This design comes from an exercise in tuning for small area on the open sky130 flow, not from production work. At most, simulation tests tie the RTL to the original design; equivalence was not proved. Power is estimated from default activity; no workload was simulated.

==> job 3732: inputs <==
// conv_acc
module conv_acc
(
    input  logic        clk,
    input  logic        arst_n,
    input  logic        wb_cyc,
    input  logic        wb_stb,
    input  logic        wb_we,
    input  logic [1:0]  wb_adr,
    input  logic [31:0] wb_dat_i,
    output logic        wb_ack,
    output logic [31:0] wb_dat_o
);
==> module conv_acc, before the edit <==
module conv_acc
(
    input  logic        clk,
    input  logic        arst_n,
    input  logic        wb_cyc,
    input  logic        wb_stb,
    input  logic        wb_we,
    input  logic [1:0]  wb_adr,
    input  logic [31:0] wb_dat_i,
    output logic        wb_ack,
    output logic [31:0] wb_dat_o
);
    logic        ack;
    logic        access;
    logic        wr_operand;
    logic        rd_result;
    logic        wr_clear;
    logic        push;
    logic        pop;
    logic        res_pop;
    logic        op_full;
    logic        op_empty_bus;
    logic        op_empty_pe;
    logic        res_empty;
    logic [3:0]  bus_lvl;
    logic [3:0]  pe_lvl;
    logic [3:0]  credit;
    logic [3:0]  res_lvl;
    logic [1:0]  push_d;
    logic [4:0]  pop_d;
    logic [1:0]  rpop_d;
    logic        overflow;
    logic        underflow;
    logic        hit_q;
    logic        stat_q;
    logic [3:0]  wptr;
    logic [3:0]  rptr;
    logic [15:0] mem [16];
    logic signed [7:0]  ifmap;
    logic signed [7:0]  fltr;
    logic signed [15:0] prod;
    logic [15:0] result;
    logic [15:0] rdata;
    assign access     = wb_cyc && wb_stb && !ack;
    assign wr_operand = access && wb_we && (wb_adr == 2'd0);
    assign rd_result  = access && !wb_we && (wb_adr == 2'd1);
    assign wr_clear   = access && wb_we && (wb_adr == 2'd3);
    assign op_full      = bus_lvl[3];
    assign op_empty_bus = (bus_lvl == 4'd0);
    assign op_empty_pe  = (pe_lvl == 4'd0);
    assign res_empty    = (res_lvl == 4'd0);
    assign push    = wr_operand && !op_full;
    assign pop     = !op_empty_pe && !credit[3];
    assign res_pop = rd_result && !res_empty;
    always_ff @(posedge clk or negedge arst_n) begin
        if (!arst_n) begin
            ack     <= 1'b0;
            hit_q   <= 1'b0;
            stat_q  <= 1'b0;
            push_d  <= '0;
            pop_d   <= '0;
            rpop_d  <= '0;
            bus_lvl <= '0;
            pe_lvl  <= '0;
            credit  <= '0;
            res_lvl <= '0;
            wptr    <= '0;
            rptr    <= '0;
        end else begin
            ack     <= access;
            hit_q   <= res_pop;
            stat_q  <= access && !wb_we && (wb_adr == 2'd2);
            push_d  <= {push_d[0], push};
            pop_d   <= {pop_d[3:0], pop};
            rpop_d  <= {rpop_d[0], res_pop};
            bus_lvl <= bus_lvl + {3'd0, push} - {3'd0, pop_d[1]};
            pe_lvl  <= pe_lvl + {3'd0, push_d[1]} - {3'd0, pop};
            credit  <= credit + {3'd0, pop} - {3'd0, rpop_d[1]};
            res_lvl <= res_lvl + {3'd0, pop_d[4]} - {3'd0, res_pop};
            wptr    <= wptr + {3'd0, push};
            rptr    <= rptr + {3'd0, hit_q};
        end
    end
    always_ff @(posedge clk or negedge arst_n) begin
        if (!arst_n) begin
            overflow  <= 1'b0;
            underflow <= 1'b0;
        end else if (wr_clear) begin
            overflow  <= 1'b0;
            underflow <= 1'b0;
        end else begin
            if (wr_operand && op_full) begin
                overflow <= 1'b1;
            end
            if (rd_result && res_empty) begin
                underflow <= 1'b1;
            end
        end
    end
    assign ifmap  = wb_dat_i[7:0];
    assign fltr   = wb_dat_i[15:8];
    assign prod   = ifmap * fltr;
    assign result = wb_dat_i[31:16] + prod;
    always_ff @(posedge clk) begin
        if (push) begin
            mem[wptr] <= result;
        end
    end
    assign rdata = mem[rptr];
    assign wb_ack = ack;
    always_comb begin
        wb_dat_o = '0;
        if (hit_q) begin
            wb_dat_o[15:0] = rdata;
        end else if (stat_q) begin
            wb_dat_o[3:0] = {!res_empty, op_empty_bus, underflow, overflow};
        end
    end
endmodule
clock: 7.0 ns
lec_check: 0
abc_area: 0
cap_margin: 20
core_margin: 2
core_utilization: 40
cts_buf_list: sky130_fd_sc_hd__clkbuf_2
slew_margin: 20
run.sh (not shown) runs the stock make flow with config.mk's settings and CLKGATE_MAP_FILE= SYNTH_SCRIPT=/design/flow/synth_recipe.tcl, a recipe that flattens the netlist after the stock synthesis.
==> inputs of job 5093, as changes to job 3732 <==
==> flow/design.v (replaced) <==
module conv_acc
(
    input  logic        clk,
    input  logic        arst_n,
    input  logic        wb_cyc,
    input  logic        wb_stb,
    input  logic        wb_we,
    input  logic [1:0]  wb_adr,
    input  logic [31:0] wb_dat_i,
    output logic        wb_ack,
    output logic [31:0] wb_dat_o
);
    logic        ack;
    logic        access;
    logic        wr_operand;
    logic        rd_result;
    logic        wr_clear;
    logic        push;
    logic        pop;
    logic        res_pop;
    logic        op_full;
    logic        op_empty_bus;
    logic        op_empty_pe;
    logic        res_empty;
    logic [3:0]  bus_lvl;
    logic [3:0]  credit;
    logic [1:0]  push_d;
    logic [4:0]  pop_d;
    logic [1:0]  rpop_d;
    logic [2:0]  pe_lag;
    logic [2:0]  res_lag;
    logic        overflow;
    logic        underflow;
    logic        stat_q;
    logic        hit_q;
    logic [3:0]  count;
    logic [15:0] mem [16];
    logic [15:0] sel;
    logic [15:0] rdata;
    logic signed [7:0]  ifmap;
    logic signed [7:0]  fltr;
    logic signed [15:0] prod;
    logic [15:0] result;
    assign access     = wb_cyc && wb_stb && !ack;
    assign wr_operand = access && wb_we && (wb_adr == 2'd0);
    assign rd_result  = access && !wb_we && (wb_adr == 2'd1);
    assign wr_clear   = access && wb_we && (wb_adr == 2'd3);
    assign pe_lag  = {2'd0, push_d[0]} + {2'd0, push_d[1]}
                   + {2'd0, pop_d[0]} + {2'd0, pop_d[1]};
    assign res_lag = {2'd0, pop_d[0]} + {2'd0, pop_d[1]} + {2'd0, pop_d[2]}
                   + {2'd0, pop_d[3]} + {2'd0, pop_d[4]}
                   + {2'd0, rpop_d[0]} + {2'd0, rpop_d[1]};
    assign op_full      = bus_lvl[3];
    assign op_empty_bus = (bus_lvl == 4'd0);
    assign op_empty_pe  = (bus_lvl == {1'b0, pe_lag});
    assign res_empty    = (credit == {1'b0, res_lag});
    assign push    = wr_operand && !op_full;
    assign pop     = !op_empty_pe && !credit[3];
    assign res_pop = rd_result && !res_empty;
    assign hit_q   = rpop_d[0];
    always_ff @(posedge clk or negedge arst_n) begin
        if (!arst_n) begin
            ack     <= 1'b0;
            stat_q  <= 1'b0;
            push_d  <= '0;
            pop_d   <= '0;
            rpop_d  <= '0;
            bus_lvl <= '0;
            credit  <= '0;
            count   <= '0;
        end else begin
            ack     <= access;
            stat_q  <= access && !wb_we && (wb_adr == 2'd2);
            push_d  <= {push_d[0], push};
            pop_d   <= {pop_d[3:0], pop};
            rpop_d  <= {rpop_d[0], res_pop};
            bus_lvl <= bus_lvl + {3'd0, push} - {3'd0, pop_d[1]};
            credit  <= credit + {3'd0, pop} - {3'd0, rpop_d[1]};
            if (push) begin
                count <= count + 4'd1;
            end else if (hit_q) begin
                count <= count - 4'd1;
            end
        end
    end
    always_ff @(posedge clk or negedge arst_n) begin
        if (!arst_n) begin
            overflow  <= 1'b0;
            underflow <= 1'b0;
        end else if (wr_clear) begin
            overflow  <= 1'b0;
            underflow <= 1'b0;
        end else begin
            if (wr_operand && op_full) begin
                overflow <= 1'b1;
            end
            if (rd_result && res_empty) begin
                underflow <= 1'b1;
            end
        end
    end
    assign ifmap  = wb_dat_i[7:0];
    assign fltr   = wb_dat_i[15:8];
    assign prod   = ifmap * fltr;
    assign result = wb_dat_i[31:16] + prod;
    always_ff @(posedge clk) begin
        if (push) begin
            mem[0] <= result;
            for (int i = 1; i < 16; i++) begin
                mem[i] <= mem[i - 1];
            end
        end
    end
    always_comb begin
        for (int i = 0; i < 16; i++) begin
            sel[i] = hit_q && (count == 4'(i + 1));
        end
    end
    always_comb begin
        rdata = '0;
        for (int i = 0; i < 16; i++) begin
            rdata = rdata | (mem[i] & {16{sel[i]}});
        end
    end
    assign wb_ack = ack;
    always_comb begin
        wb_dat_o       = '0;
        wb_dat_o[15:0] = rdata;
        wb_dat_o[3:0]  = rdata[3:0]
                       | ({4{stat_q}} & {!res_empty, op_empty_bus, underflow, overflow});
    end
endmodule
ABC_AREA = unset   (was 0)
CTS_BUF_LIST = unset   (was sky130_fd_sc_hd__clkbuf_2)
==> inputs of job 5821, as changes to job 3732 <==
ABC_AREA = 1   (was 0)
CTS_BUF_LIST = sky130_fd_sc_hd__clkbuf_4   (was sky130_fd_sc_hd__clkbuf_2)
==> inputs of job 3620, as changes to job 3732 <==
ABC_AREA = unset   (was 0)
CTS_BUF_LIST = unset   (was sky130_fd_sc_hd__clkbuf_2)
==> run_results.csv <==
group,metric,value,unit
status,status,"timing/DRC/antenna clean",
placed_design,place_area,15800,um^2
clock_network,clock_latency,540,ps
clock_network,cts_made_buffers,29,
final_layout,nFillCells,3059,
setup_path,critPathCapture,"mem[13][14]",
setup_path,r2r_start,"ack",
logic_synthesis,synth_fa_ha_area_share,15.5,%
logic_synthesis,synth_compound_area_share,1.50,%
power,clkPwrFrac,17.7,%
final_layout,layout.nets,1134,
setup_path,cp_max_fo,16,
global_routing,track_usage,16.0,%
global_routing,grt.met1_usage,21.5,%
floorplanning,fp.coreArea,35700,um^2
route,finalWirelength,29000,um
logic_synthesis,netlist_top_cells_area,"edfxtp_1 (53%), mux4_2 (12%), fa_1 (10%)",
timing,hold_ws,353,ps
the above is filed under job 3620

==> run_results.csv <==
group,metric,value,unit
placed_design,place_area,15100,um^2
setup_path,cp_max_fo,8,
timing,hold_ws,398,ps
route,finalWirelength,30700,um
power,clkPwrFrac,26.5,%
logic_synthesis,synth_compound_area_share,6.76,%
logic_synthesis,netlist_top_cells_area,"edfxtp_1 (54%), fa_1 (11%), ha_1 (4.7%)",
final_layout,layout.nets,1212,
logic_synthesis,synth_fa_ha_area_share,15.7,%
status,status,"timing/DRC/antenna clean",
final_layout,nFillCells,3073,
clock_network,cts_made_buffers,29,
setup_path,critPathCapture,"mem[0][15]",
global_routing,track_usage,16.9,%
floorplanning,fp.coreArea,34600,um^2
setup_path,r2r_start,"pop_d[1]",
clock_network,clock_latency,540,ps
logic_synthesis,syn_avg_cell_area,14.6,um^2
the above is filed under job 5093

==> run_results.csv <==
group,metric,value,unit
global_routing,track_usage,16.5,%
logic_synthesis,synth_fa_ha_area_share,15.5,%
clock_network,clock_latency,810,ps
power,clkPwrFrac,14.4,%
status,status,"timing/DRC/antenna clean",
logic_synthesis,netlist_top_cells_area,"edfxtp_1 (53%), mux4_2 (12%), fa_1 (10%)",
route,finalWirelength,29600,um
logic_synthesis,synth_compound_area_share,1.50,%
timing,hold_ws,363,ps
setup_path,r2r_start,"ack",
placed_design,place_area,15800,um^2
final_layout,nFillCells,3136,
setup_path,critPathCapture,"mem[8][14]",
final_layout,layout.nets,1178,
the above is filed under job 3732

==> run_results.csv <==
group,metric,value,unit
status,status,"timing/DRC/antenna clean",
logic_synthesis,synth_compound_area_share,8.29,%
setup_path,critPathCapture,"mem[0][12]",
setup_path,r2r_start,"ack",
final_layout,layout.nets,1652,
logic_synthesis,netlist_top_cells_area,"edfxtp_1 (50%), fa_1 (9.8%), dfrtp_1 (6.1%)",
placed_design,place_area,16300,um^2
final_layout,nFillCells,3531,
global_routing,grt.met1_usage,22.5,%
timing,hold_ws,351,ps
global_routing,track_usage,18.0,%
clock_network,cts_made_buffers,71,
route,finalWirelength,34600,um
setup_path,cp_max_fo,16,
the above is filed under job 5821

The RTL of job 5093 was laid out without a check of its function.

-- port drivers added, routing unchanged --
No port has a modelled driver above. Below, the same layouts with a new extraction and two added sets of constraints. Step 1, drivers: a clkbuf_16 drives clk and a buf_2 each remaining input, both assumed. Step 2 times the ports against the registers' clock, not the clock port: input delays grow and output delays shrink by t, the midpoint of the rising clock arrivals with the driver on. Three values: ideal ports, drivers, drivers and shift; two values: the first two.
| run | t, ns | setup slack, ns | worst hold slack (ns) | worst setup path at the end | latest minus earliest clock arrival (ns) |
|---|---|---|---|---|---|
| job 3732 | 0.830 | 0.948 / 0.971 / 0.141 | 0.363 / 0.363 / 0.363 | input to register | 0.053 / 0.052 |
| job 5093 | 0.581 | 1.209 / 1.233 / 0.652 | 0.398 / 0.398 / 0.398 | input to register | 0.014 / 0.014 |
| job 5821 | 0.722 | 1.047 / 1.066 / 0.345 | 0.351 / 0.351 / 0.351 | input to register | 0.038 / 0.037 |
| job 3620 | 0.591 | 0.734 / 0.764 / 0.172 | 0.353 / 0.353 / 0.353 | input to register | 0.007 / 0.007 |
After both steps setup and hold are still met in every run listed. The setup slack of job 3732, which loses most, moves by +0.023 ns with the drivers and by -0.807 ns with both steps.
